Context: an optimization exercise on an open-source flow, tuned for small area. The choices shown serve that exercise and are no tape-out recipe.
At most, simulation tests tie the RTL to the original design; equivalence was not proved.
Function not checked in run 6: the RTL went through the layout flow alone.
Power figures rest on the tool's default switching activity, not on a simulated workload.

==> design.v <==
`timescale 1ns/10ps
package decode_pkg;
    localparam int XLEN       = 64;
    localparam int REG_ADDR_W = 5;
    typedef logic [XLEN-1:0]       xlen_t;
    typedef logic [31:0]           inst_t;
    typedef logic [REG_ADDR_W-1:0] reg_addr_t;
    typedef logic [13:0]           alu_op_t;      
    typedef logic [5:0]            shifter_op_t;  
    typedef logic [3:0]            mem_size_t;    
    localparam int ALU_ADD  = 0;
    localparam int ALU_SUB  = 1;
    localparam int ALU_SLT  = 2;
    localparam int ALU_SLTU = 3;
    localparam int ALU_AND  = 4;
    localparam int ALU_OR   = 6;
    localparam int ALU_XOR  = 7;
    localparam int ALU_LUI  = 8;
    localparam int ALU_MUL  = 9;
    localparam int ALU_DIV  = 10;
    localparam int ALU_DIVU = 11;
    localparam int ALU_REM  = 12;
    localparam int ALU_REMU = 13;
    localparam int SH_SLL  = 0;
    localparam int SH_SRL  = 1;
    localparam int SH_SRA  = 2;
    localparam int SH_SLLW = 3;
    localparam int SH_SRLW = 4;
    localparam int SH_SRAW = 5;
    localparam logic [6:0] OPC_OP        = 7'b0110011;
    localparam logic [6:0] OPC_OP_32     = 7'b0111011;
    localparam logic [6:0] OPC_OP_IMM    = 7'b0010011;
    localparam logic [6:0] OPC_OP_IMM_32 = 7'b0011011;
    localparam logic [6:0] OPC_LOAD      = 7'b0000011;
    localparam logic [6:0] OPC_STORE     = 7'b0100011;
    localparam logic [6:0] OPC_BRANCH    = 7'b1100011;
    localparam logic [6:0] OPC_JAL       = 7'b1101111;
    localparam logic [6:0] OPC_JALR      = 7'b1100111;
    localparam logic [6:0] OPC_LUI       = 7'b0110111;
    localparam logic [6:0] OPC_AUIPC     = 7'b0010111;
    localparam logic [6:0] F7_BASE   = 7'b0000000;
    localparam logic [6:0] F7_ALT    = 7'b0100000;
    localparam logic [6:0] F7_MULDIV = 7'b0000001;
    localparam xlen_t LINK_OFFSET = 64'd4;  
endpackage
`timescale 1ns/10ps
module decode_stage_reg (
    input  logic                clk,
    input  logic                reset,
    input  logic                fs_to_ds_valid,
    input  decode_pkg::xlen_t   fs_pc,
    input  decode_pkg::inst_t   instruction,
    input  logic                es_allowin,
    input  logic                ds_load_block,
    input  logic                is_trans,
    output logic                ds_valid,
    output decode_pkg::xlen_t   ds_pc,
    output decode_pkg::inst_t   ds_inst,
    output logic                ds_allowin,
    output logic                ds_to_es_valid,
    output logic                branch_taken_cancel
);
    logic trans_pending;  
    logic accept;
    assign ds_allowin          = !ds_valid || (!ds_load_block && es_allowin);
    assign ds_to_es_valid      = ds_valid && !ds_load_block;
    assign accept              = fs_to_ds_valid && ds_allowin;
    assign branch_taken_cancel = (is_trans || trans_pending) && accept;
    always_ff @(posedge clk) begin
        if (reset) begin
            ds_valid <= 1'b0;
        end else if (branch_taken_cancel) begin
            ds_valid <= 1'b0;
        end else if (ds_allowin) begin
            ds_valid <= fs_to_ds_valid;
        end
    end
    always_ff @(posedge clk) begin
        if (accept) begin
            ds_pc   <= fs_pc;
            ds_inst <= instruction;
        end
    end
    always_ff @(posedge clk) begin
        if (reset) begin
            trans_pending <= 1'b0;
        end else if (is_trans && !branch_taken_cancel && ds_valid && !ds_load_block) begin
            trans_pending <= 1'b1;
        end else if (accept) begin
            trans_pending <= 1'b0;
        end
    end
endmodule
`timescale 1ns/10ps
module inst_decoder (
    input  decode_pkg::inst_t         ds_inst,
    output decode_pkg::reg_addr_t     rs1,
    output decode_pkg::reg_addr_t     rs2,
    output decode_pkg::reg_addr_t     rf_dest,
    output logic                      rf_we,
    output logic [30:0]               imm_lo,    
    output logic                      imm_s,     
    output logic                      rs1_used,
    output logic                      rs2_used,
    output decode_pkg::alu_op_t       alu_op,
    output decode_pkg::shifter_op_t   shifter_op,
    output logic                      is_alu,
    output logic                      rwi_type,
    output logic                      load,
    output logic                      loadu,
    output logic                      store,
    output decode_pkg::mem_size_t     dwhb,
    output logic                      use_pc_op1,
    output logic                      op2_sel_reg,
    output logic                      link,
    output logic                      is_jal,
    output logic                      is_jalr,
    output logic [2:0]                br_funct3,
    output logic                      is_branch_op
);
    logic [6:0] opcode;
    logic [6:0] funct7;
    logic [7:0] f3;  
    logic op_r, op_rw, op_i, op_iw, op_ld, op_st, op_br, op_lui, op_auipc;
    logic f7_base, f7_alt, f7_md;
    logic i_fmt, u_fmt;
    assign opcode    = ds_inst[6:0];
    assign funct7    = ds_inst[31:25];
    assign f3        = 8'b1 << ds_inst[14:12];
    assign rs1       = ds_inst[19:15];
    assign rs2       = ds_inst[24:20];
    assign rf_dest   = ds_inst[11:7];
    assign br_funct3 = ds_inst[14:12];
    assign op_r     = opcode == decode_pkg::OPC_OP;
    assign op_rw    = opcode == decode_pkg::OPC_OP_32;
    assign op_i     = opcode == decode_pkg::OPC_OP_IMM;
    assign op_iw    = opcode == decode_pkg::OPC_OP_IMM_32;
    assign op_ld    = opcode == decode_pkg::OPC_LOAD;
    assign op_st    = opcode == decode_pkg::OPC_STORE;
    assign op_br    = opcode == decode_pkg::OPC_BRANCH;
    assign op_lui   = opcode == decode_pkg::OPC_LUI;
    assign op_auipc = opcode == decode_pkg::OPC_AUIPC;
    assign is_jal   = opcode == decode_pkg::OPC_JAL;
    assign is_jalr  = opcode == decode_pkg::OPC_JALR;
    assign f7_base = funct7 == decode_pkg::F7_BASE;
    assign f7_alt  = funct7 == decode_pkg::F7_ALT;
    assign f7_md   = funct7 == decode_pkg::F7_MULDIV;
    assign i_fmt = op_i || op_iw || op_ld || is_jalr;
    assign u_fmt = op_lui || op_auipc;
    assign imm_s = ds_inst[31] && (i_fmt || op_st || op_br || u_fmt || is_jal);
    always_comb begin
        if (i_fmt) begin
            imm_lo = {{19{ds_inst[31]}}, ds_inst[31:20]};
        end else if (op_st) begin
            imm_lo = {{19{ds_inst[31]}}, ds_inst[31:25], ds_inst[11:7]};
        end else if (op_br) begin
            imm_lo = {{19{ds_inst[31]}}, ds_inst[7], ds_inst[30:25], ds_inst[11:8], 1'b0};
        end else if (u_fmt) begin
            imm_lo = {ds_inst[30:12], 12'b0};
        end else if (is_jal) begin
            imm_lo = {{11{ds_inst[31]}}, ds_inst[19:12], ds_inst[20], ds_inst[30:21], 1'b0};
        end else begin
            imm_lo = '0;
        end
    end
    always_comb begin
        alu_op = '0;
        alu_op[decode_pkg::ALU_ADD] = ((op_r || op_rw) && f7_base && f3[0])
                                   || ((op_i || op_iw) && f3[0])
                                   || op_auipc || is_jal || is_jalr;
        alu_op[decode_pkg::ALU_SUB]  = (op_r || op_rw) && f7_alt && f3[0];
        alu_op[decode_pkg::ALU_SLT]  = (op_r && f7_base && f3[2]) || (op_i && f3[2]);
        alu_op[decode_pkg::ALU_SLTU] = (op_r && f7_base && f3[3]) || (op_i && f3[3]);
        alu_op[decode_pkg::ALU_XOR]  = (op_r && f7_base && f3[4]) || (op_i && f3[4]);
        alu_op[decode_pkg::ALU_OR]   = (op_r && f7_base && f3[6]) || (op_i && f3[6]);
        alu_op[decode_pkg::ALU_AND]  = (op_r && f7_base && f3[7]) || (op_i && f3[7]);
        alu_op[decode_pkg::ALU_LUI]  = op_lui;
        alu_op[decode_pkg::ALU_MUL]  = (op_r || op_rw) && f7_md && f3[0];
        alu_op[decode_pkg::ALU_DIV]  = (op_r || op_rw) && f7_md && f3[4];
        alu_op[decode_pkg::ALU_DIVU] = (op_r || op_rw) && f7_md && f3[5];
        alu_op[decode_pkg::ALU_REM]  = (op_r || op_rw) && f7_md && f3[6];
        alu_op[decode_pkg::ALU_REMU] = (op_r || op_rw) && f7_md && f3[7];
    end
    always_comb begin
        shifter_op = '0;
        shifter_op[decode_pkg::SH_SLL]  = (op_r && f7_base && f3[1])
                                       || (op_i && f3[1] && funct7[6:1] == 6'b000000);
        shifter_op[decode_pkg::SH_SRL]  = (op_r && f7_base && f3[5])
                                       || (op_i && f3[5] && funct7[6:1] == 6'b000000);
        shifter_op[decode_pkg::SH_SRA]  = (op_r && f7_alt && f3[5])
                                       || (op_i && f3[5] && funct7[6:1] == 6'b010000);
        shifter_op[decode_pkg::SH_SLLW] = (op_rw || op_iw) && f7_base && f3[1];
        shifter_op[decode_pkg::SH_SRLW] = (op_rw || op_iw) && f7_base && f3[5];
        shifter_op[decode_pkg::SH_SRAW] = (op_rw || op_iw) && f7_alt && f3[5];
    end
    assign is_alu   = |alu_op;
    assign rwi_type = op_rw || (op_iw && f3[0]);
    assign rf_we    = !(op_br || op_st);
    assign rs1_used = !(op_lui || op_auipc || is_jal);
    assign rs2_used = op_r || op_rw || op_br || op_st;
    assign load    = op_ld && !ds_inst[14];
    assign loadu   = op_ld && ds_inst[14] && !(ds_inst[13] && ds_inst[12]);
    assign store   = op_st && !ds_inst[14];
    assign dwhb[0] = (op_ld && (f3[0] || f3[4])) || (op_st && f3[0]);
    assign dwhb[1] = (op_ld && (f3[1] || f3[5])) || (op_st && f3[1]);
    assign dwhb[2] = (op_ld && (f3[2] || f3[6])) || (op_st && f3[2]);
    assign dwhb[3] = (op_ld || op_st) && f3[3];
    assign use_pc_op1   = op_auipc || is_jal || is_jalr;
    assign op2_sel_reg  = op_r || op_rw || op_st;
    assign link         = is_jal || is_jalr;
    assign is_branch_op = op_br;
endmodule
`timescale 1ns/10ps
module operand_forward (
    input  decode_pkg::reg_addr_t src,
    input  logic                  src_used,
    input  decode_pkg::xlen_t     rf_data,
    input  logic                  es_valid,
    input  logic                  es_rf_we,
    input  decode_pkg::reg_addr_t es_rf_dest,
    input  logic                  es_res_from_mem,
    input  decode_pkg::xlen_t     es_result,
    input  logic                  ms_valid,
    input  logic                  ms_rf_we,
    input  decode_pkg::reg_addr_t ms_rf_dest,
    input  logic                  ms_res_from_mem,
    input  logic                  ms_ls_result_valid,
    input  decode_pkg::xlen_t     ms_final_result,
    input  logic                  ws_valid,
    input  logic                  ws_rf_we,
    input  decode_pkg::reg_addr_t ws_rf_dest,
    input  decode_pkg::xlen_t     ws_final_result,
    output decode_pkg::xlen_t     fwd_data,
    output logic                  es_hit,
    output logic                  block,
    output logic                  es_load_related
);
    logic src_nz;
    logic ms_hit, ws_hit;
    logic sel_es, sel_ms, sel_ws, sel_rf;
    assign src_nz = src != '0;  
    assign es_hit = src_nz && es_valid && es_rf_we && (src == es_rf_dest);
    assign ms_hit = src_nz && ms_valid && ms_rf_we && (src == ms_rf_dest);
    assign ws_hit = src_nz && ws_valid && ws_rf_we && (src == ws_rf_dest);
    assign sel_es = es_hit;
    assign sel_ms = !es_hit && ms_hit;
    assign sel_ws = !es_hit && !ms_hit && ws_hit;
    assign sel_rf = !es_hit && !ms_hit && !ws_hit;
    assign fwd_data = ({64{sel_es}} & es_result)
                    | ({64{sel_ms}} & ms_final_result)
                    | ({64{sel_ws}} & ws_final_result)
                    | ({64{sel_rf}} & rf_data);
    assign es_load_related = src_used && es_hit && es_res_from_mem;
    assign block = es_load_related
                || (src_used && ms_hit && ms_res_from_mem && !ms_ls_result_valid);
endmodule
`timescale 1ns/10ps
module add_sx #(parameter int STYLE = 1) (
    input  decode_pkg::xlen_t a,
    input  logic [30:0]       b,
    input  logic              bs,
    output decode_pkg::xlen_t y
);
    if (STYLE == 0) begin : g_builtin
        assign y = a + {{33{bs}}, b};
    end else begin : g_prefix
        logic [30:0] g, p, gg, pp;
        logic        c31, d;
        logic [32:0] x, q;
        always_comb begin
            g = a[30:0] & b;
            p = a[30:0] ^ b;
            gg = g;
            pp = p;
            for (int l = 0; l < 5; l++) begin
                for (int i = (2 << l) - 1; i < 31; i += (2 << l)) begin
                    gg[i] = gg[i] | (pp[i] & gg[i - (1 << l)]);
                    pp[i] = pp[i] & pp[i - (1 << l)];
                end
            end
            for (int l = 3; l >= 0; l--) begin
                for (int i = (3 << l) - 1; i < 31; i += (2 << l)) begin
                    gg[i] = gg[i] | (pp[i] & gg[i - (1 << l)]);
                    pp[i] = pp[i] & pp[i - (1 << l)];
                end
            end
        end
        assign y[0]    = p[0];
        assign y[30:1] = p[30:1] ^ gg[29:0];
        assign c31     = gg[30];
        assign x = a[63:31] ^ {33{bs}};
        assign d = c31 ^ bs;
        logic [31:0] r;
        always_comb begin
            r = x[31:0];
            for (int l = 0; l < 5; l++) begin
                for (int i = 0; i < 32; i++) begin
                    if ((i >> l) & 1) r[i] = r[i] & r[((i >> l) << l) - 1];
                end
            end
        end
        assign q = {r, 1'b1};
        assign y[63:31] = a[63:31] ^ ({33{d}} & q);
    end
endmodule
module branch_unit #(parameter int CMP_STYLE = 1, parameter int ADD_STYLE = 1) (
    input  logic              ds_valid,
    input  decode_pkg::xlen_t ds_pc,
    input  logic [30:0]       imm_lo,
    input  logic              imm_s,
    input  decode_pkg::xlen_t op1,
    input  decode_pkg::xlen_t op2,
    input  logic              es_hit1,
    input  logic              es_hit2,
    input  logic              es_allowin,
    input  logic              is_jal,
    input  logic              is_jalr,
    input  logic              is_branch_op,
    input  logic [2:0]        br_funct3,
    input  logic              use_pc_op1,
    input  logic              op2_sel_reg,
    input  logic              link,
    output logic              is_trans,
    output decode_pkg::xlen_t trans_addr,
    output decode_pkg::xlen_t oprand1,
    output decode_pkg::xlen_t oprand2,
    output decode_pkg::xlen_t ls_addr
);
    logic              cond, eq, lt;
    logic              es_busy;
    logic              br_taken;
    decode_pkg::xlen_t imm;
    decode_pkg::xlen_t pc_target;
    assign imm = {{33{imm_s}}, imm_lo};
    if (CMP_STYLE == 0) begin : g_cmp_builtin
        logic lts, ltu;
        assign eq  = op1 == op2;
        assign lts = $signed(op1) < $signed(op2);
        assign ltu = op1 < op2;
        assign lt  = br_funct3[1] ? ltu : lts;
    end else begin : g_cmp_tree
        logic sg;
        logic [63:0] e, l;
        assign sg = !br_funct3[1];
        always_comb begin
            e = ~(op1 ^ op2);
            l = ~op1 & op2;
            l[63] = ~(op1[63] ^ sg) & (op2[63] ^ sg);
            for (int k = 0; k < 6; k++) begin
                for (int i = 0; i < 64; i += (2 << k)) begin
                    l[i] = l[i + (1 << k)] | (e[i + (1 << k)] & l[i]);
                    e[i] = e[i + (1 << k)] & e[i];
                end
            end
        end
        assign eq = e[0];
        assign lt = l[0];
    end
    always_comb begin
        case (br_funct3)
            3'b000:  cond = eq;
            3'b001:  cond = !eq;
            3'b100, 3'b110: cond = lt;
            3'b101, 3'b111: cond = !lt;
            default: cond = 1'b0;
        endcase
    end
    assign es_busy  = (es_hit1 || es_hit2) && !es_allowin;
    assign br_taken = is_branch_op && cond && !es_busy;
    assign is_trans = (is_jal || is_jalr || br_taken) && ds_valid;
    add_sx #(.STYLE(ADD_STYLE)) u_ls_add (.a(op1),   .b(imm_lo), .bs(imm_s), .y(ls_addr));
    add_sx #(.STYLE(ADD_STYLE)) u_pc_add (.a(ds_pc), .b(imm_lo), .bs(imm_s), .y(pc_target));
    assign trans_addr = {is_jalr ? ls_addr[63:2] : pc_target[63:2], 2'b00};
    assign oprand1 = use_pc_op1 ? ds_pc : op1;
    assign oprand2 = link        ? decode_pkg::LINK_OFFSET :
                     op2_sel_reg ? op2 : imm;
endmodule
`timescale 1ns/10ps
module decode_stage (
    input  logic                      clk,
    input  logic                      reset,
    input  decode_pkg::inst_t         instruction,
    input  decode_pkg::xlen_t         fs_pc,
    input  logic                      fs_to_ds_valid,
    input  logic                      es_allowin,
    input  logic                      es_valid,
    input  logic                      ms_valid,
    input  logic                      ws_valid,
    input  logic                      es_rf_we,
    input  logic                      ms_rf_we,
    input  logic                      ws_rf_we,
    input  decode_pkg::reg_addr_t     es_rf_dest,
    input  decode_pkg::reg_addr_t     ms_rf_dest,
    input  decode_pkg::reg_addr_t     ws_rf_dest,
    input  logic                      es_res_from_mem,
    input  logic                      ms_res_from_mem,
    input  logic                      ms_ls_result_valid,
    input  decode_pkg::xlen_t         es_result,
    input  decode_pkg::xlen_t         ms_final_result,
    input  decode_pkg::xlen_t         ws_final_result,
    input  decode_pkg::xlen_t         rf_src1,
    input  decode_pkg::xlen_t         rf_src2,
    output logic                      ds_to_es_valid,
    output logic                      ds_allowin,
    output decode_pkg::xlen_t         ds_pc,
    output decode_pkg::inst_t         ds_inst,
    output decode_pkg::reg_addr_t     rs1,
    output decode_pkg::reg_addr_t     rs2,
    output decode_pkg::reg_addr_t     rf_dest,
    output logic                      rf_we,
    output decode_pkg::xlen_t         oprand1,
    output decode_pkg::xlen_t         oprand2,
    output decode_pkg::alu_op_t       alu_op,
    output decode_pkg::shifter_op_t   shifter_op,
    output logic                      is_alu,
    output logic                      rwi_type,
    output logic                      load,
    output logic                      loadu,
    output logic                      store,
    output decode_pkg::mem_size_t     dwhb,
    output decode_pkg::xlen_t         ls_addr,
    output logic                      ds_load_block,
    output logic                      es_related_cancel,
    output logic                      is_trans,
    output decode_pkg::xlen_t         trans_addr,
    output logic                      branch_taken_cancel
);
    logic              ds_valid;
    logic              block1, block2;
    logic              es_load_related1, es_load_related2;
    logic              es_hit1, es_hit2;
    logic              rs1_used, rs2_used;
    logic              use_pc_op1, op2_sel_reg, link;
    logic              is_jal, is_jalr, is_branch_op;
    logic [2:0]        br_funct3;
    logic [30:0]       imm_lo;
    logic              imm_s;
    decode_pkg::xlen_t op1, op2;  
    assign ds_load_block     = block1 | block2;
    assign es_related_cancel = es_load_related1 | es_load_related2;
    decode_stage_reg u_stage_reg (
        .clk, .reset, .fs_to_ds_valid, .fs_pc, .instruction, .es_allowin,
        .ds_load_block, .is_trans,
        .ds_valid, .ds_pc, .ds_inst, .ds_allowin, .ds_to_es_valid, .branch_taken_cancel
    );
    inst_decoder u_decoder (
        .ds_inst, .rs1, .rs2, .rf_dest, .rf_we, .imm_lo, .imm_s, .rs1_used, .rs2_used,
        .alu_op, .shifter_op, .is_alu, .rwi_type, .load, .loadu, .store, .dwhb,
        .use_pc_op1, .op2_sel_reg, .link, .is_jal, .is_jalr, .br_funct3, .is_branch_op
    );
    operand_forward u_fwd1 (
        .src(rs1), .src_used(rs1_used), .rf_data(rf_src1),
        .es_valid, .es_rf_we, .es_rf_dest, .es_res_from_mem, .es_result,
        .ms_valid, .ms_rf_we, .ms_rf_dest, .ms_res_from_mem, .ms_ls_result_valid,
        .ms_final_result, .ws_valid, .ws_rf_we, .ws_rf_dest, .ws_final_result,
        .fwd_data(op1), .es_hit(es_hit1), .block(block1), .es_load_related(es_load_related1)
    );
    operand_forward u_fwd2 (
        .src(rs2), .src_used(rs2_used), .rf_data(rf_src2),
        .es_valid, .es_rf_we, .es_rf_dest, .es_res_from_mem, .es_result,
        .ms_valid, .ms_rf_we, .ms_rf_dest, .ms_res_from_mem, .ms_ls_result_valid,
        .ms_final_result, .ws_valid, .ws_rf_we, .ws_rf_dest, .ws_final_result,
        .fwd_data(op2), .es_hit(es_hit2), .block(block2), .es_load_related(es_load_related2)
    );
    branch_unit u_branch (
        .ds_valid, .ds_pc, .imm_lo, .imm_s, .op1, .op2, .es_hit1, .es_hit2, .es_allowin,
        .is_jal, .is_jalr, .is_branch_op, .br_funct3, .use_pc_op1, .op2_sel_reg, .link,
        .is_trans, .trans_addr, .oprand1, .oprand2, .ls_addr
    );
endmodule
==> flow/run.sh <==
#!/bin/bash
# Standard ORFS synthesis, then the combinational logic re-mapped for area
# (flip-flops untouched), then the standard ORFS layout with the smallest
# buffer cell on the ports and pins packed one track apart.
set -euo pipefail
HERE=$(pwd)
RES=$HERE/orfs/results/$FLOW_PLATFORM/decode_stage/base
export BUFFER_PORTS_ARGS="-buffer_cell sky130_fd_sc_hd__buf_1"

bash standard.sh synth > make_synth.log 2>&1
cp $RES/1_2_yosys.v $HERE/synth_standard.v

printf 'set_driving_cell sky130_fd_sc_hd__buf_1\nset_load 5\n' > $HERE/remap.constr
DONT_USE_CELLS=$(make -s -C $FLOW_HOME DESIGN_CONFIG=$FLOW_CONFIG print-DONT_USE_CELLS 2>/dev/null | sed 's/^DONT_USE_CELLS: *//' || true)
export DONT_USE_CELLS
REMAP_LIB=$FLOW_HOME/platforms/$FLOW_PLATFORM/lib/sky130_fd_sc_hd__tt_025C_1v80.lib \
REMAP_NETLIST=$HERE/synth_standard.v REMAP_TOP=$FLOW_TOP \
REMAP_SCRIPT=$HERE/flow/remap.abc REMAP_CONSTR=$HERE/remap.constr \
REMAP_OUT=$HERE/synth_remap.v \
  yosys -c flow/remap.tcl > remap.log 2>&1
cp $HERE/synth_remap.v $RES/1_2_yosys.v

bash standard.sh > make_finish.log 2>&1
==> flow/remap.abc <==
strash
balance -l; resub -K 6 -l; rewrite -l; resub -K 6 -N 2 -l; refactor -l; resub -K 8 -l; balance -l; resub -K 8 -N 2 -l; rewrite -l; resub -K 10 -l; rewrite -z -l; resub -K 10 -N 2 -l; balance -l; resub -K 12 -l; refactor -z -l; resub -K 12 -N 2 -l; rewrite -z -l; balance -l
&get -n
&st
&dch
&nf -F 8 -A 4 -a
&put
topo
stime -c
buffer -c
upsize -c
dnsize -c
topo
stime -c

&get -n
&st
&dch
&nf -F 8 -A 4 -a
&put
topo
stime -c
buffer -c
upsize -c
dnsize -c
topo
stime -c

&get -n
&st
&dch
&nf -F 8 -A 4 -a
&put
topo
stime -c
buffer -c
upsize -c
dnsize -c
topo
stime -c

&get -n
&st
&dch
&nf -F 8 -A 4 -a
&put
topo
stime -c
buffer -c
upsize -c
dnsize -c
topo
stime -c

&get -n
&st
&dch
&nf -F 8 -A 4 -a
&put
topo
stime -c
buffer -c
upsize -c
dnsize -c
topo
stime -c

&get -n
&st
&dch
&nf -F 8 -A 4 -a
&put
topo
stime -c
buffer -c
upsize -c
dnsize -c
topo
stime -c

&get -n
&st
&dch
&nf -F 8 -A 4 -a
&put
topo
stime -c
buffer -c
upsize -c
dnsize -c
topo
stime -c

&get -n
&st
&dch
&nf -F 8 -A 4 -a
&put
topo
stime -c
buffer -c
upsize -c
dnsize -c
topo
stime -c

==> flow/remap.tcl <==
# Re-map the combinational logic of the standard synthesis netlist with an
# area-oriented ABC script. Flip-flops and tie cells are kept as they are,
# with their instance names, so the registers match the standard synthesis.
yosys -import
set lib $::env(REMAP_LIB)
set net $::env(REMAP_NETLIST)
read_liberty -ignore_miss_func $lib
read_verilog $net
hierarchy -top $::env(REMAP_TOP)
set keep {}
foreach c [split [exec grep -o {sky130_fd_sc_hd__[a-z0-9_]*} $net | sort -u] "\n"] {
  if {[regexp {df|dl|sdf|edf|conb} $c]} { lappend keep $c }
}
foreach c $keep { setattr -mod -set keep_hierarchy 1 $c }
flatten
opt_clean
set du {}
foreach c $::env(DONT_USE_CELLS) { lappend du -dont_use $c }
abc -script $::env(REMAP_SCRIPT) -liberty $lib {*}$du -D 12000 -constr $::env(REMAP_CONSTR)
opt_clean -purge
stat -liberty $lib
select $::env(REMAP_TOP)
write_verilog -noattr -selected -noexpr $::env(REMAP_OUT)
==> standard.sh <==
#!/bin/bash
# synth_recipe.tcl (not shown) runs the flow's synth.tcl, then flattens the netlist and writes it again
# the make line also repeats each setting of config.mk as NAME=value (left out here)
make -C /OpenROAD-flow-scripts/flow DESIGN_CONFIG=/design/flow/config.mk WORK_HOME=/design/flow/orfs CLKGATE_MAP_FILE= SYNTH_SCRIPT=/design/flow/synth_recipe.tcl "${@:-finish}"
==> config.mk <==
export PLATFORM = sky130hd
export DESIGN_NAME = decode_stage
export DESIGN_NICKNAME = decode_stage
export VERILOG_FILES = /design/flow/design.v
export SDC_FILE = /design/flow/constraint.sdc
export NUM_CORES = 4
export LEC_CHECK = 0
export CAP_MARGIN = 10
export CORE_AREA = 5 5 245 245
export DIE_AREA = 0 0 250 250
export SLEW_MARGIN = 10
==> constraint.sdc <==
create_clock -name core_clock -period 12.0 [get_ports {clk}]
set_input_delay 2.4000 -clock core_clock [delete_from_list [all_inputs] [get_ports {clk}]]
set_output_delay 2.4000 -clock core_clock [all_outputs]
set_load 0.01 [all_outputs]
==> flow_summary_export.csv, run 1 <==
group,metric,value,unit
outcome,status,"timing/DRC/antenna clean",
worst_setup_path,cpPeakStageDelay,430,ps
cells_and_area,syn2layout_area_growth,35.3,%
worst_setup_path,end_kind,"output pin",
pwr,powerDensity,73.1,nW/µm²
place,port_buffers,843,
route,routed_wl,108000,µm
floorplan,rows,88,
timing,fin_worst_skew,27.4,ps
worst_setup_path,cp_slowest_cell,"maj3_4",
floorplan,dieHeight,250,µm
timing,post-route-period-util,97.1,%
synth,synth_area,14100,µm²
global_routing,overflow,0,
place,gp_congestion,1.03,
cts,clock-sinks,98,
timing,slew_viol_final,0,
worst_setup_path,crit_type,"in2out",
timing,fin_ws,346,ps
worst_setup_path,cp_data_required_time,9600,ps
cts,path_clk_slew,80,ps
route,drtAntennaViolNets,0,
cells_and_area,nets,3150,
timing,slew_headroom,25.1,%
worst_setup_path,path_common_cell,"a311o_1",
job,max-cap-violations,0,
route,vias,20800,
timing,tns,0,ps
timing,tightest_slew,1120,ps
global_routing,grt_pass1_vias,19100,
floorplan,initial_utilization,24.6,%
cells_and_area,fin_area,19100,µm²
worst_setup_path,critPathArrivalTime,9250,ps
route,wl_met3,12100,µm
cts,numCtsBuffers,9,
route,dr_wl_met2,49300,µm
route,drc_errors,0,
min_path,hp-class,"reg2reg",
route,drt-vias-per-instance,5.93,
timing,rsz0062_at_grt,"yes",
route,wirelength_met1,38900,µm
floorplan,boundaryPins,847,
floorplan,design.core.area,57400,µm²
cts,cts_hold_buffers,0,
place,placed_area,18600,µm²
cts,htree_levels,3,
route,wl_per_cell,30.7,µm
synth,avgSynthCellArea,7.50,µm²
global_routing,antenna_found_initial,58,
timing,final_hold_viol_count,0,
route,first_iter_violations,3139,
timing,whs,531,ps
floorplan,die_area,62500,µm²
cells_and_area,fillers,6505,
worst_setup_path,worst-path-max-fanout,12,
place,preCtsSetupSlack,61.5,ps
global_routing,grt_first_pass_wirelength,146000,µm
cts,cts_max_path_buffers,2,
place,placed_cells,3458,
pwr,power.leakage,0.00656,µW
global_routing,grt_usage,31.9,%
cts,clk_latency,410,ps
route,firstDrtPassIters,11,
cells_and_area,instances_no_fill,3514,
global_routing,grt_max_degree,56,
place,dpl.hpwl,88500,µm
timing,max_freq,85.8,MHz
cts,root_buffer,"clkbuf_16",
floorplan,dieWidth,250,µm
timing,fin_crit,11650,ps
pwr,peakVddDrop,0.0000698,V
worst_setup_path,critPathLaunchType,"primary input",
cells_and_area,drive_above_1_share,10.0,%
route,top_layer,"met5",
synth,syn_inst,1879,
timing,setup_viol,0,
synth,synth.yosys.warnings,4,
cts,cts_tree,"built",
through the flow:
step                      util, %  total power (µW)
after floorplan                 -               754
after global placement       32.4              1050
after detailed placement     32.4              1050
after CTS                    32.9              1380
after global routing         33.2              1450
final                        33.2              1390
critical path: cells and delay by family:
kind	cells	cell delay, ps
XOR/XNOR	2	390
AND/OR/NAND/NOR	4	730
AO/OA/AOI/OAI	16	3910
multiplexers	1	290
adder cells (fa/ha/maj)	2	670
buffers and inverters	5	820
worst paths after layout:
kind / start / end / slack (ps) / cells after the start
worst max-delay path: es_rf_dest[2] / trans_addr[60] / 350 / 30
worst max register to register: u_stage_reg.ds_inst[20] / u_stage_reg.ds_valid / 4860 / 24
worst min register to register: u_stage_reg.trans_pending / u_stage_reg.trans_pending / 530 / 2
worst min-delay path: u_stage_reg.trans_pending / u_stage_reg.trans_pending / 530 / 2
layer usage:
layer	vias up	global-route usage [%]
li1	8881	-
met1	9865	38.1
met2	1747	51.5
met3	343	7.87
met4	8	19.5
met5	-	0
power breakdown:
part           total (µW)  internal, µW  leakage (µW)  switching (µW)
registers             445           401      0.000945            43.4
clock network         331           146      0.000141             186
logic                 618           218       0.00547             400
total                1390           765       0.00656             629
sequential cells by signal, summed over array words and instances (netlist names):
signal and flops:
u_stage_reg.ds_inst 32, u_stage_reg.ds_pc 64, u_stage_reg.ds_valid 1, u_stage_reg.trans_pending 1
area by class of cell:
class / count / area, µm² / share of cell area (%)
well taps: 765 / 957 / 5.02
clock inverters: 7 / 61.3 / 0.322
multi-input cells: 1613 / 10700 / 56.1
clock buffers: 9 / 225 / 1.18
flip-flops and latches: 98 / 2920 / 15.3
inverters: 42 / 158 / 0.827
diodes: 38 / 95.1 / 0.499
repair buffers: 942 / 3950 / 20.7
cell usage in the layout (no fill, tap or decap), types with 16 or more instances in the layout:
cell	instances
a22oi_1	35
edfxtp_1	96
mux2_2	77
nor3_1	39
nand4_1	20
xor2_1	84
nand2b_1	17
or2_2	19
and2_1	21
a21oi_1	127
and3_1	20
xnor2_1	103
nor4_1	18
a31oi_1	16
a222oi_1	71
o21ai_0	90
o22ai_1	40
a21boi_0	23
nand2_1	284
a22o_1	48
nor2_1	156
buf_4	99
inv_1	42
buf_1	840
a221oi_1	45
diode_2	38
nor2b_1	17
nand3_1	32
what timing repair did:
| item | CTS | global route |
|---|---|---|
| setup buffers | 0 | 2 |
| resized for setup | 0 | 13 |
| setup endpoints to repair | 0 | 64 |
==> run 2, diff against run 1 <==
--- a/flow/remap.tcl
+++ b/flow/remap.tcl
@@ -16,6 +16,8 @@
 opt_clean
 set du {}
 foreach c $::env(DONT_USE_CELLS) { lappend du -dont_use $c }
+# the *_0 cells below have the area of their *_1 versions but a weaker drive
+foreach c {a21boi_0 and2_0 o21ai_0 o311ai_0 or2_0} { lappend du -dont_use sky130_fd_sc_hd__$c }
 abc -script $::env(REMAP_SCRIPT) -liberty $lib {*}$du -D 12000 -constr $::env(REMAP_CONSTR)
 opt_clean -purge
 stat -liberty $lib
--- a/config.mk
+++ b/config.mk
@@ -5,7 +5,8 @@
 export SDC_FILE = /design/flow/constraint.sdc
 export NUM_CORES = 4
 export LEC_CHECK = 0
-export CAP_MARGIN = 10
+export CAP_MARGIN = 25
 export CORE_AREA = 5 5 245 245
 export DIE_AREA = 0 0 250 250
-export SLEW_MARGIN = 10
+export SETUP_SLACK_MARGIN = 0.2
+export SLEW_MARGIN = 25
==> flow_summary_export.csv, run 2 <==
group,metric,value,unit
cells_and_area,layout_common_cells,"buf_1 (840), nand2_1 (283), nor2_1 (155), a21oi_1 (126), xnor2_1 (103)",
cells_and_area,post-route-util,33.1,%
cells_and_area,reg_top3,"u_stage_reg.ds_pc x64, u_stage_reg.ds_inst x32",
cells_and_area,largest_reg_flops,64,
job,max-cap-violations,0,
pwr,powerDensity,74.1,nW/µm²
floorplan,design.core.area,57400,µm²
synth,synth_area,14300,µm²
place,gp_congestion,0.997,
cells_and_area,syn2layout_area_growth,32.3,%
timing,tns,0,ps
global_routing,grt_usage,31.3,%
timing,rsz0062_at_grt,"yes",
min_path,holdPathEnd,"u_stage_reg.trans_pending",
synth,syn_inst,1880,
worst_setup_path,r2r_cells,24,
floorplan,rows,88,
route,routed_wl,106000,µm
cells_and_area,nets,3120,
timing,tightest_slew,1120,ps
cts,numCtsBuffers,9,
timing,final_hold_viol_count,0,
outcome,status,"timing/DRC/antenna clean",
cells_and_area,instances_no_fill,3476,
timing,max_freq,86.4,MHz
worst_setup_path,r2r-start,"u_stage_reg.ds_inst[20]",
cts,root_buffer,"clkbuf_16",
timing,fin_crit,11580,ps
pwr,power.leakage,0.00647,µW
route,firstDrtPassIters,8,
timing,slew_viol_final,0,
global_routing,antenna_found_initial,49,
cts,cts_max_path_buffers,2,
cells_and_area,fin_area,19000,µm²
floorplan,die_area,62500,µm²
worst_setup_path,critPathLaunchType,"primary input",
timing,post-route-period-util,96.5,%
cts,clk_latency,420,ps
route,drt-vias-per-instance,5.88,
cells_and_area,drive_above_1_share,10.4,%
min_path,hp-class,"reg2reg",
worst_setup_path,end_kind,"output pin",
route,first_iter_violations,2820,
global_routing,grt_pass1_vias,18900,
cts,cts_tree,"built",
global_routing,overflow,0,
cells_and_area,mostFrequentLayoutCell,"buf_1",
timing,slew_headroom,25.0,%
synth,synth.yosys.warnings,4,
pwr,peakVddDrop,0.0000673,V
worst_setup_path,regToRegSetupSlack,4730,ps
synth,avgSynthCellArea,7.63,µm²
worst_setup_path,cp_data_required_time,9600,ps
route,vias,20400,
timing,setup_viol,0,
place,placed_cells,3422,
place,port_buffers,843,
route,drtAntennaViolNets,0,
floorplan,dieWidth,250,µm
floorplan,initial_utilization,25.0,%
cts,path_clk_slew,80,ps
floorplan,dieHeight,250,µm
route,wl_per_cell,30.5,µm
worst_setup_path,critPathArrivalTime,9180,ps
route,drc_errors,0,
timing,fin_worst_skew,28.9,ps
worst_setup_path,cpPeakStageDelay,420,ps
cts,clock-sinks,98,
global_routing,grt_max_degree,70,
min_path,hold_depth,2,
min_path,worstHoldStart,"u_stage_reg.trans_pending",
worst_setup_path,crit_type,"in2out",
floorplan,boundaryPins,847,
place,placed_area,18400,µm²
cts,cts_hold_buffers,0,
place,dpl.hpwl,86900,µm
cts,htree_levels,3,
cells_and_area,top_register,"u_stage_reg.ds_pc",
global_routing,grt_first_pass_wirelength,144000,µm
worst_setup_path,path_common_cell,"a311o_1",
worst_setup_path,r2r-end,"u_stage_reg.ds_valid",
worst_setup_path,cp_slowest_cell,"maj3_4",
worst_setup_path,worst-path-max-fanout,8,
-- run 2: report_power, final --
group	internal, µW	switching (µW)	leakage, µW
sequential	401	47.2	0.000945
combinational	215	401	0.00539
clock	146	195	0.000141
total	763	643	0.00647
-- run 2: area by class of cell --
cell class	count	area, µm²
Antenna cell	30	75.1
Clock buffer	9	225
Clock inverter	7	61.3
Fill cell	6464	38400
Inverter	42	158
Multi-Input combinational cell	1613	10800
Sequential cell	98	2920
Tap cell	765	957
Timing Repair Buffer	912	3740
-- run 2: worst max path at each step --
stage                             start              to  slack, ps  cells past startpoint
after floorplan           ms_rf_dest[1]  trans_addr[57]       1200                     28
after global placement    ms_rf_dest[1]  trans_addr[43]        260                     29
after detailed placement  ms_rf_dest[1]  trans_addr[43]        190                     29
after CTS                 ms_rf_dest[1]  trans_addr[60]        250                     28
after global routing      ms_rf_dest[0]  trans_addr[43]        150                     30
final                     ms_rf_dest[0]  trans_addr[45]        420                     29
-- run 2: critical path, delay by kind of cell --
family,cells,cell delay (ps)
compound gates,15,3590
simple gates,4,940
xor+xnor,3,730
fa+ha+maj,2,670
buf+inv,4,540
mux,1,270
-- run 2: repair_timing --
action / in CTS / in global routing
setup endpoints to repair: 5 / 64
setup buffers: 0 / 8
gates resized for setup: 1 / 20
pin swaps: 0 / 17
-- run 2: stage by stage --
step                total power (µW)  hold WS [ps]  worst slack (ps)
floorplan                        764           483              1200
global placement                1050           507               260
detailed placement              1050           501               189
CTS                             1390           515               252
global route                    1460           578               152
finish                          1410           514               420
-- run 2: routing by layer --
metal	global-route usage, %	wire [µm]
met4	16.3	6390
met5	0	32
met2	51.8	49200
met3	7.49	10800
met1	37.9	39600
==> run 3, diff against run 2 <==
--- a/flow/run.sh
+++ b/flow/run.sh
@@ -1,7 +1,7 @@
 #!/bin/bash
 # Standard ORFS synthesis, then the combinational logic re-mapped for area
 # (flip-flops untouched), then the standard ORFS layout with the smallest
-# buffer cell on the ports and pins packed one track apart.
+# buffer cell on the ports.
 set -euo pipefail
 HERE=$(pwd)
 RES=$HERE/orfs/results/$FLOW_PLATFORM/decode_stage/base
@@ -11,7 +11,9 @@
 cp $RES/1_2_yosys.v $HERE/synth_standard.v
 
 printf 'set_driving_cell sky130_fd_sc_hd__buf_1\nset_load 5\n' > $HERE/remap.constr
-DONT_USE_CELLS=$(make -s -C $FLOW_HOME DESIGN_CONFIG=$FLOW_CONFIG print-DONT_USE_CELLS 2>/dev/null | sed 's/^DONT_USE_CELLS: *//' || true)
+# the re-mapping and the layout use the small buffers only
+EXTRA_DONT_USE="sky130_fd_sc_hd__buf_4 sky130_fd_sc_hd__buf_6 sky130_fd_sc_hd__buf_8 sky130_fd_sc_hd__buf_12 sky130_fd_sc_hd__buf_16"
+DONT_USE_CELLS=$(DONT_USE_CELLS="$EXTRA_DONT_USE" make -s -C $FLOW_HOME DESIGN_CONFIG=$FLOW_CONFIG print-DONT_USE_CELLS 2>/dev/null | sed 's/^DONT_USE_CELLS: *//' || true)
 export DONT_USE_CELLS
 REMAP_LIB=$FLOW_HOME/platforms/$FLOW_PLATFORM/lib/sky130_fd_sc_hd__tt_025C_1v80.lib \
 REMAP_NETLIST=$HERE/synth_standard.v REMAP_TOP=$FLOW_TOP \
==> flow_summary_export.csv, run 3 <==
group,metric,value,unit
worst_setup_path,critPathLaunchType,"primary input",
timing,fin_worst_skew,18.0,ps
route,drtAntennaViolNets,0,
cells_and_area,fin_area,18900,µm²
place,port_buffers,843,
floorplan,initial_utilization,24.5,%
cts,numCtsBuffers,9,
floorplan,rows,88,
place,placed_area,18300,µm²
cells_and_area,mostFrequentLayoutCell,"buf_1",
synth,syn_inst,1880,
worst_setup_path,end_kind,"output pin",
cells_and_area,instances_no_fill,3470,
pwr,p_switching,637,µW
cells_and_area,drive_above_1_share,9.18,%
job,max-cap-violations,0,
min_path,holdPathEnd,"u_stage_reg.trans_pending",
cells_and_area,reg_top3,"u_stage_reg.ds_pc x64, u_stage_reg.ds_inst x32",
worst_setup_path,r2r-start,"u_stage_reg.ds_inst[20]",
route,vias,20700,
min_path,hp-class,"reg2reg",
pwr,seqPwrFrac,32.0,%
worst_setup_path,critPathArrivalTime,9130,ps
cts,path_clk_slew,80,ps
floorplan,boundaryPins,847,
global_routing,grt_pass1_vias,19200,
cells_and_area,nets,3118,
timing,final_hold_viol_count,0,
worst_setup_path,cp_slowest_cell,"maj3_4",
cells_and_area,top_register,"u_stage_reg.ds_pc",
synth,synth_area,14100,µm²
cells_and_area,syn2layout_area_growth,34.5,%
global_routing,use_met2,51.3,%
route,first_iter_violations,3138,
worst_setup_path,crit_type,"in2out",
cells_and_area,largest_reg_flops,64,
timing,fin_crit,11530,ps
cts,root_buffer,"clkbuf_16",
global_routing,grtUsageMet1,38.0,%
timing,max_freq,86.7,MHz
route,drc_errors,0,
global_routing,grt_first_pass_wirelength,146000,µm
pwr,switching_share,45.5,%
cts,clock-sinks,98,
worst_setup_path,path_common_cell,"buf_4",
pwr,powerDensity,73.9,nW/µm²
route,firstDrtPassIters,12,
min_path,worstHoldStart,"u_stage_reg.trans_pending",
synth,synth.yosys.warnings,4,
cells_and_area,seqCellArea,2920,µm²
worst_setup_path,r2r-end,"u_stage_reg.ds_valid",
pwr,peakVddDrop,0.0000738,V
outcome,status,"timing/DRC/antenna clean",
pwr,power_frac_clock,23.8,%
worst_setup_path,worst-path-max-fanout,11,
global_routing,antenna_found_initial,43,
worst_setup_path,r2r_cells,22,
cells_and_area,fillers,6458,
global_routing,overflow,0,
pwr,power.leakage,0.00644,µW
synth,avgSynthCellArea,7.48,µm²
global_routing,grt_max_degree,70,
timing,slew_viol_final,0,
route,wl_per_cell,30.8,µm
cts,htree_levels,3,
cts,clk_latency,410,ps
route,drt-vias-per-instance,5.96,
timing,setup_viol,0,
floorplan,dieWidth,250,µm
place,dpl.hpwl,86500,µm
floorplan,design.core.area,57400,µm²
timing,whs,520,ps
cts,cts_max_path_buffers,2,
place,placed_cells,3414,
place,gp_congestion,1.02,
timing,slew_headroom,25.7,%
timing,rsz0062_at_grt,"no",
global_routing,grtUsageMet3,8.32,%
cells_and_area,multi_input_area,10800,µm²
pwr,combPwrFrac,44.2,%
pwr,internal_power,762,µW
min_path,hold_depth,2,
cells_and_area,layout_common_cells,"buf_1 (841), nand2_1 (285), nor2_1 (155), a21oi_1 (127), xnor2_1 (101)",
floorplan,die_area,62500,µm²
worst_setup_path,cpPeakStageDelay,420,ps
floorplan,dieHeight,250,µm
global_routing,grt_usage,31.5,%
timing,post-route-period-util,96.1,%
route,routed_wl,107000,µm
worst_setup_path,regToRegSetupSlack,4800,ps
worst_setup_path,cp_data_required_time,9600,ps
cts,cts_tree,"built",
global_routing,busiest_layer,"met2",
timing,tightest_slew,1110,ps
==> run 3: per-stage QoR <==
step	setup TNS [ps]	power [µW]	utilization (%)	setup WS (ps)
floorplan	0	758	-	1130
global placement	0	1050	31.8	64.5
detailed placement	-7.43	1040	31.8	-7.43
CTS	0	1380	32.4	223
global route	0	1450	33.0	151
finish	0	1400	33.0	467
==> run 3: worst max path at each step <==
stage,startpoint,to,slack (ps)
CTS,ms_rf_dest[1],trans_addr[44],220
finish,ms_rf_dest[0],trans_addr[44],470
global placement,es_rf_dest[0],trans_addr[59],60
floorplan,ms_rf_dest[1],trans_addr[40],1130
global route,ms_rf_dest[0],trans_addr[59],150
detailed placement,es_rf_dest[0],trans_addr[59],-7
==> run 3: critical path, delay by kind of cell <==
kind                       cells  cell delay, ps
xor gates and xnor gates       3             550
buffers and inverters          6             920
AOI/OAI and AO/OA             15            3370
and+or+nand+nor                5            1090
muxes                          1             320
adders and majority gates      1             420
==> run 3: layout make-up <==
class                      instances  share of cell area [%]
multi-input combinational       1614                    57.1
timing repair buffer             909                    19.7
sequential                        98                    15.5
tap                              765                    5.06
clock buffer                       9                    1.19
inverter                          42                   0.833
clock inverter                     7                   0.351
antenna                           26                   0.344
==> run 3: layer usage <==
layer  wire [µm]  vias to the layer above
met2       48200                     1794
met3       12200                      376
met5          20                        -
li1            -                     8781
met1       38900                     9744
met4        7420                        2
==> run 3: power by group through the flow <==
stage	Combinational, µW	Clock (µW)	Sequential (µW)
2_1_floorplan	317	0	441
3_3_place_gp	593	0	454
3_5_place_dp	592	0	453
4_1_cts	596	335	446
5_1_grt	655	344	449
6_report	618	333	447
==> run 3: repair_timing <==
item                                    4_1_cts  5_1_grt
hold buffers                                  0        0
pin swaps                                     1       13
gates resized for setup                       3       26
buffers inserted                              1       12
gates cloned                                  0        1
hold endpoints to repair                      0        0
endpoints found under the setup margin       24       64
==> run 4, diff against run 3 <==
--- a/config.mk
+++ b/config.mk
@@ -8,5 +8,6 @@
 export CAP_MARGIN = 25
 export CORE_AREA = 5 5 245 245
 export DIE_AREA = 0 0 250 250
+export PLACE_DENSITY = 0.7
 export SETUP_SLACK_MARGIN = 0.2
 export SLEW_MARGIN = 25
==> flow_summary_export.csv, run 4 <==
group,metric,value,unit
outcome,status,"timing/DRC/antenna clean",
timing,slew_headroom,24.8,%
min_path,hp-class,"reg2reg",
timing,fin_worst_skew,22.2,ps
route,wl_per_cell,31.1,µm
floorplan,design.core.area,57400,µm²
pwr,power.leakage,0.00643,µW
route,first_iter_violations,3289,
worst_setup_path,cp_top_family,"compound AO/OA/AOI/OAI gates",
cts,cts_max_path_buffers,2,
synth,synth.yosys.warnings,4,
cells_and_area,seqCellArea,2920,µm²
floorplan,rows,88,
place,port_buffers,843,
global_routing,antenna_found_initial,57,
worst_setup_path,endpoint,"trans_addr[63]",
worst_setup_path,r2r-start,"u_stage_reg.ds_inst[20]",
cells_and_area,top_register,"u_stage_reg.ds_pc",
synth,syn_inst,1880,
cts,root_buffer,"clkbuf_16",
cells_and_area,nets,3119,
place,gp_congestion,1.02,
global_routing,grt_max_degree,71,
cells_and_area,multi_input_area,10700,µm²
global_routing,grt_first_pass_wirelength,145000,µm
worst_setup_path,worst-path-max-fanout,16,
timing,final_hold_viol_count,0,
global_routing,grt_pass1_vias,19000,
timing,tns,0,ps
cells_and_area,layout_common_cells,"buf_1 (838), nand2_1 (285), nor2_1 (155), a21oi_1 (127), xnor2_1 (105)",
pwr,peakVddDrop,0.0000646,V
worst_setup_path,crit_type,"in2out",
timing,setup_viol,0,
global_routing,overflow,0,
floorplan,dieHeight,250,µm
floorplan,dieWidth,250,µm
cells_and_area,largest_reg_flops,64,
timing,tightest_slew,1130,ps
route,drc_errors,0,
place,dpl.hpwl,89200,µm
cts,cts_hold_buffers,0,
timing,rsz0062_at_grt,"yes",
worst_setup_path,cpPeakStageDelay,460,ps
cells_and_area,drive_above_1_share,8.96,%
cts,cts_tree,"built",
route,drt-vias-per-instance,6.02,
route,vias,21000,
pwr,powerDensity,74.2,nW/µm²
cts,clock-sinks,98,
timing,post-route-period-util,96.6,%
worst_setup_path,cp_num_buf_inv,4,
worst_setup_path,critPathLaunchType,"primary input",
timing,fin_crit,11600,ps
cts,numCtsBuffers,9,
timing,slew_viol_final,0,
min_path,worstHoldStart,"u_stage_reg.trans_pending",
worst_setup_path,cp_data_required_time,9600,ps
worst_setup_path,r2r_cells,20,
synth,synth_area,14100,µm²
cells_and_area,reg_top3,"u_stage_reg.ds_pc x64, u_stage_reg.ds_inst x32",
global_routing,grt_usage,31.8,%
floorplan,initial_utilization,24.5,%
worst_setup_path,critPathArrivalTime,9200,ps
worst_setup_path,r2r-end,"u_stage_reg.ds_valid",
worst_setup_path,regToRegSetupSlack,4410,ps
place,placed_area,18300,µm²
cts,htree_levels,3,
worst_setup_path,end_kind,"output pin",
worst_setup_path,cp_slowest_cell,"o22ai_4",
job,max-cap-violations,0,
route,routed_wl,108000,µm
cts,path_clk_slew,70,ps
worst_setup_path,crit_path_start,"ms_rf_dest[1]",
cells_and_area,syn2layout_area_growth,34.1,%
floorplan,die_area,62500,µm²
route,drtAntennaViolNets,0,
synth,avgSynthCellArea,7.48,µm²
cts,clk_latency,400,ps
route,firstDrtPassIters,9,
cells_and_area,fin_area,18900,µm²
floorplan,boundaryPins,847,
timing,max_freq,86.2,MHz
pwr,finalPower,1400,µW
cells_and_area,mostFrequentLayoutCell,"buf_1",
worst_setup_path,crit_cells,29,
cells_and_area,fillers,6442,
## run 4: repair_timing
| item | 4_1_cts | 5_1_grt |
|---|---|---|
| setup endpoints to repair | 3 | 64 |
| resized for setup | 1 | 16 |
| pin swaps | 1 | 14 |
| hold endpoints to repair | 0 | 0 |
| gates cloned | 0 | 0 |
| buffers inserted | 1 | 6 |
## run 4: worst min path at each step
stage,cells after the start,slack [ps],end
2_1_floorplan,2,480,u_stage_reg.trans_pending
3_3_place_gp,2,500,u_stage_reg.trans_pending
3_5_place_dp,2,520,u_stage_reg.trans_pending
4_1_cts,2,530,u_stage_reg.trans_pending
5_1_grt,2,550,u_stage_reg.trans_pending
6_report,2,530,u_stage_reg.trans_pending
## run 4: per-stage QoR
stage | cells | util (%) | worst slack [ps] | hold slack [ps]
global route | 3472 | 32.8 | 196 | 550
floorplan | 1882 | - | 1130 | 483
global placement | 3422 | 31.9 | 214 | 498
CTS | 3438 | 32.4 | 228 | 531
finish | 3481 | 32.9 | 405 | 533
detailed placement | 3422 | 31.9 | 101 | 518
## run 4: layout make-up
cell class	count	share of cell area (%)
Inverter	42	0.836
Clock buffer	9	1.19
Clock inverter	6	0.352
Sequential cell	98	15.5
Tap cell	765	5.07
Antenna cell	37	0.491
Timing Repair Buffer	911	19.8
Multi-Input combinational cell	1613	56.8
## run 4: worst reg2reg max path, delay by kind of cell, from the launching register on
kind	cells	cell delay [ps]
and+or+nand+nor	13	5130
DFF	1	660
xor gates and xnor gates	1	180
AOI/OAI and AO/OA	6	1550
## run 4: per-layer routing
layer / share of wire [%] / vias to the layer above / global-route usage (%)
li1: - / 8802 / -
met1: 35 / 9821 / 37.9
met2: 43 / 1910 / 49.8
met3: 13 / 423 / 9.56
met4: 8.4 / 10 / 20.4
met5: 0.061 / - / 0
## run 4: report_power, final
part           switching, µW  internal [µW]  leakage (µW)
registers               43.5            401      0.000945
logic                    402            214       0.00534
clock network            176            163      0.000141
==> run 5, diff against run 4 <==
--- a/flow/run.sh
+++ b/flow/run.sh
@@ -1,11 +1,13 @@
 #!/bin/bash
 # Standard ORFS synthesis, then the combinational logic re-mapped for area
 # (flip-flops untouched), then the standard ORFS layout with the smallest
-# buffer cell on the ports.
+# buffer cell on the ports and small buffers for repair.
 set -euo pipefail
 HERE=$(pwd)
 RES=$HERE/orfs/results/$FLOW_PLATFORM/decode_stage/base
 export BUFFER_PORTS_ARGS="-buffer_cell sky130_fd_sc_hd__buf_1"
+# clock tree without dummy loads
+export CTS_ARGS="-sink_clustering_enable -repair_clock_nets -dont_use_dummy_load"
 
 bash standard.sh synth > make_synth.log 2>&1
 cp $RES/1_2_yosys.v $HERE/synth_standard.v
==> flow_summary_export.csv, run 5 <==
group,metric,value,unit
timing,fin_worst_skew,26.9,ps
route,drt-vias-per-instance,6.03,
min_path,hp-class,"reg2reg",
pwr,switching_share,44.7,%
route,vias,21000,
cells_and_area,top_register,"u_stage_reg.ds_pc",
synth,avgSynthCellArea,7.48,µm²
global_routing,grt_usage,31.8,%
timing,tns,0,ps
route,routed_wl,108000,µm
timing,slew_viol_final,0,
pwr,combPwrFrac,45.4,%
route,drtAntennaViolNets,0,
route,drc_errors,0,
cts,clk_latency,400,ps
timing,max_freq,86.7,MHz
cts,cts_hold_buffers,0,
pwr,peakVddDrop,0.0000640,V
worst_setup_path,critPathArrivalTime,9130,ps
outcome,status,"timing/DRC/antenna clean",
worst_setup_path,crit_type,"in2out",
floorplan,design.core.area,57400,µm²
cells_and_area,syn2layout_area_growth,33.7,%
job,max-cap-violations,0,
timing,final_hold_viol_count,0,
synth,synth.yosys.warnings,4,
worst_setup_path,cp_data_required_time,9600,ps
floorplan,dieWidth,250,µm
floorplan,dieHeight,250,µm
pwr,powerDensity,72.0,nW/µm²
place,placed_area,18300,µm²
worst_setup_path,end_kind,"output pin",
cells_and_area,mostFrequentLayoutCell,"buf_1",
pwr,power.leakage,0.00640,µW
global_routing,antenna_found_initial,58,
timing,rsz0062_at_grt,"no",
worst_setup_path,critPathLaunchType,"primary input",
cts,cts_max_path_buffers,2,
synth,synth_area,14100,µm²
cts,htree_levels,3,
worst_setup_path,cpPeakStageDelay,440,ps
pwr,seqPwrFrac,32.8,%
worst_setup_path,cp_num_buf_inv,5,
cells_and_area,nets,3119,
route,firstDrtPassIters,10,
timing,fin_ws,468,ps
floorplan,rows,88,
route,wl_per_cell,31.1,µm
worst_setup_path,path_common_cell,"a311o_1",
worst_setup_path,worst-path-max-fanout,9,
cts,path_clk_slew,70,ps
floorplan,boundaryPins,847,
cts,clock-sinks,98,
cts,cts_tree,"built",
timing,tightest_slew,1120,ps
timing,slew_headroom,25.0,%
place,gp_congestion,1.02,
cts,numCtsBuffers,9,
worst_setup_path,cp_slowest_cell,"maj3_4",
synth,syn_inst,1880,
route,first_iter_violations,3307,
pwr,power_frac_clock,21.7,%
place,dpl.hpwl,89200,µm
place,port_buffers,843,
cells_and_area,largest_reg_flops,64,
pwr,p_switching,606,µW
place,preCtsSetupSlack,101,ps
global_routing,grt_pass1_vias,19000,
cells_and_area,fin_area,18800,µm²
floorplan,die_area,62500,µm²
cells_and_area,post-route-util,32.8,%
timing,post-route-period-util,96.1,%
global_routing,grt_max_degree,71,
worst_setup_path,cp_top_family,"compound AO/OA/AOI/OAI gates",
global_routing,grt_first_pass_wirelength,145000,µm
cts,root_buffer,"clkbuf_16",
timing,fin_crit,11530,ps
pwr,internal_power,749,µW
timing,setup_viol,0,
timing,whs,530,ps
cells_and_area,drive_above_1_share,8.79,%
cells_and_area,reg_top3,"u_stage_reg.ds_pc x64, u_stage_reg.ds_inst x32",
global_routing,overflow,0,
floorplan,initial_utilization,24.5,%
cells_and_area,layout_common_cells,"buf_1 (838), nand2_1 (285), nor2_1 (155), a21oi_1 (127), xnor2_1 (105)",
## run 5: what timing repair did
action,CTS,global route
gates cloned,0,0
gates resized for setup,1,16
buffers inserted,1,6
setup endpoints to repair,3,64
endpoints found under the hold margin,0,0
pin swaps,1,14
## run 5: per-stage QoR
stage | power (µW) | cells
after global placement | 1040 | 3422
after detailed placement | 1040 | 3422
after floorplan | 758 | 1882
after global routing | 1400 | 3467
final | 1350 | 3480
after CTS | 1340 | 3432
## run 5: layout make-up
class                   count  area, µm²
fillers                  6437      38600
multi-input cells        1613      10700
repair buffers            911       3730
flip-flops and latches     98       2920
well taps                 765        957
clock buffers               9        225
inverters                  42        158
diodes                     42        105
## run 5: worst paths after layout
path | start | to | slack (ps) | cells past startpoint
worst max-delay path | ms_rf_dest[1] | trans_addr[63] | 470 | 30
worst min-delay path | u_stage_reg.trans_pending | u_stage_reg.trans_pending | 530 | 2
worst min register to register | u_stage_reg.trans_pending | u_stage_reg.trans_pending | 530 | 2
worst max register to register | u_stage_reg.ds_inst[20] | u_stage_reg.ds_valid | 4460 | 20
## run 5: power groups by stage
stage | Sequential, µW | Combinational, µW | Clock (µW)
floorplan | 441 | 317 | 0
global placement | 451 | 591 | 0
detailed placement | 451 | 594 | 0
CTS | 443 | 597 | 302
global route | 447 | 648 | 308
finish | 445 | 616 | 294
## run 5: layer usage
layer | track usage, % | routed length [µm]
met4 | 20.7 | 8940
met3 | 9.63 | 13600
met2 | 49.7 | 47200
met5 | 0 | 143
met1 | 37.9 | 38500
## run 5: worst min-delay path, delay by kind of cell (launching register included)
family / cells / cell delay (ps)
AND/OR/NAND/NOR: 1 / 60
AO/OA/AOI/OAI: 1 / 110
flip-flops: 1 / 320
==> run 6, diff against run 5 <==
--- a/design.v
+++ b/design.v
@@ -290,16 +290,10 @@
         assign c31     = gg[30];
         assign x = a[63:31] ^ {33{bs}};
         assign d = c31 ^ bs;
-        logic [31:0] r;
         always_comb begin
-            r = x[31:0];
-            for (int l = 0; l < 5; l++) begin
-                for (int i = 0; i < 32; i++) begin
-                    if ((i >> l) & 1) r[i] = r[i] & r[((i >> l) << l) - 1];
-                end
-            end
+            q[0] = 1'b1;
+            for (int i = 1; i < 33; i++) q[i] = q[i-1] & x[i-1];
         end
-        assign q = {r, 1'b1};
         assign y[63:31] = a[63:31] ^ ({33{d}} & q);
     end
 endmodule
@@ -338,23 +332,11 @@
         assign lts = $signed(op1) < $signed(op2);
         assign ltu = op1 < op2;
         assign lt  = br_funct3[1] ? ltu : lts;
-    end else begin : g_cmp_tree
+    end else begin : g_cmp_one
         logic sg;
-        logic [63:0] e, l;
         assign sg = !br_funct3[1];
-        always_comb begin
-            e = ~(op1 ^ op2);
-            l = ~op1 & op2;
-            l[63] = ~(op1[63] ^ sg) & (op2[63] ^ sg);
-            for (int k = 0; k < 6; k++) begin
-                for (int i = 0; i < 64; i += (2 << k)) begin
-                    l[i] = l[i + (1 << k)] | (e[i + (1 << k)] & l[i]);
-                    e[i] = e[i + (1 << k)] & e[i];
-                end
-            end
-        end
-        assign eq = e[0];
-        assign lt = l[0];
+        assign eq = op1 == op2;
+        assign lt = {op1[63] ^ sg, op1[62:0]} < {op2[63] ^ sg, op2[62:0]};
     end
     always_comb begin
         case (br_funct3)
==> flow/run.sh (replaced) <==
#!/bin/bash
# Standard ORFS layout, but the port buffers use the smallest buffer cell.
set -euo pipefail
export BUFFER_PORTS_ARGS="-buffer_cell sky130_fd_sc_hd__buf_1"
bash standard.sh > make_finish.log 2>&1
==> config.mk (replaced) <==
export PLATFORM = sky130hd
export DESIGN_NAME = decode_stage
export DESIGN_NICKNAME = decode_stage
export VERILOG_FILES = /design/flow/design.v
export SDC_FILE = /design/flow/constraint.sdc
export NUM_CORES = 4
export LEC_CHECK = 0
export CAP_MARGIN = 20
export CORE_AREA = 5 5 195 195
export DIE_AREA = 0 0 200 200
export SLEW_MARGIN = 20
removed: flow/remap.abc
removed: flow/remap.tcl
==> flow_summary_export.csv, run 6 <==
group,metric,value,unit
outcome,status,"stopped before the end",
outcome,stop_stage,"I/O pin placement (3_2_place_iop)",
outcome,tool.error,"[ERROR PPL-0024] Number of IO pins (847) exceeds maximum number of available positions (718). Increase the die perimeter from 800.00um to 1151.92um.",
synth,seq_area_frac_synth,17.6,%
synth,synth_top_cell_area_share,17.4,%
synth,synth_top_cells_by_area,"edfxtp_1 (17%), ha_1 (9.2%), a21oi_1 (6.2%)",
synth,yosysMostFrequentCell,"nor2_1",
synth,avgSynthCellArea,7.69,µm²
synth,synth_area,16600,µm²
synth,synth_common_cells,"nor2_1 (257), a21oi_1 (207), nand2_1 (150), o21ai_0 (124), ha_1 (122)",
floorplan,dieWidth,200,µm
synth,synth-edff-count,96,
synth,synth.yosys.warnings,4,
synth,syn_inst,2155,
floorplan,dieHeight,200,µm
synth,synth_ff_type,"edfxtp_1",
synth,ys_ff_latch,98,
floorplan,rows,69,
synth,yosysUniqueCellTypes,91,
synth,async_flop_share,0,%
synth,yosys.area.top_type,"edfxtp_1",
floorplan,initial_utilization,46.6,%
[run 6: cell families after synthesis]
logic type / after synthesis / synth area share [%]
adder cells (fa/ha/maj): 153 / 12.9
AND/OR/NAND/NOR: 679 / 19.8
AO/OA/AOI/OAI: 677 / 26.3
flip-flops: 98 / 17.6
other: 1 / 0.0226
buffers and inverters: 264 / 6.84
XOR/XNOR: 141 / 7.49
multiplexers: 142 / 8.97

==> what the ideal ports hide <==
The flow's constraints put no driver on any port. The routed layouts listed below were extracted and timed again, unchanged, in two steps.
Step 1: set_driving_cell puts a clkbuf_16 on clk and a buf_2 on each other input, an assumption about the parent block.
Step 2 moves the port delays by t, midway between the first and last clock arrival at a register: inputs arrive t later, outputs are due t later. That takes back most of the time a late clock gives input paths.
Three values: ideal ports, drivers, drivers and shift; two values: the first two.
run | t, ns | setup slack, ns | clock arrival spread, ns | cell pins on the clock port's net
run 1 | 0.461 | 0.346 / 0.289 / 0.319 | 0.027 / 0.028 | 1
run 2 | 0.463 | 0.420 / 0.399 / 0.399 | 0.030 / 0.030 | 1
run 3 | 0.459 | 0.467 / 0.446 / 0.446 | 0.019 / 0.019 | 1
run 4 | 0.436 | 0.405 / 0.381 / 0.381 | 0.023 / 0.023 | 1
run 5 | 0.428 | 0.468 / 0.443 / 0.444 | 0.038 / 0.038 | 1
After both steps setup and hold are still met in every run listed. For run 1, which loses most, drivers alone change the setup slack by -0.057 ns; drivers and shift together by -0.027 ns.
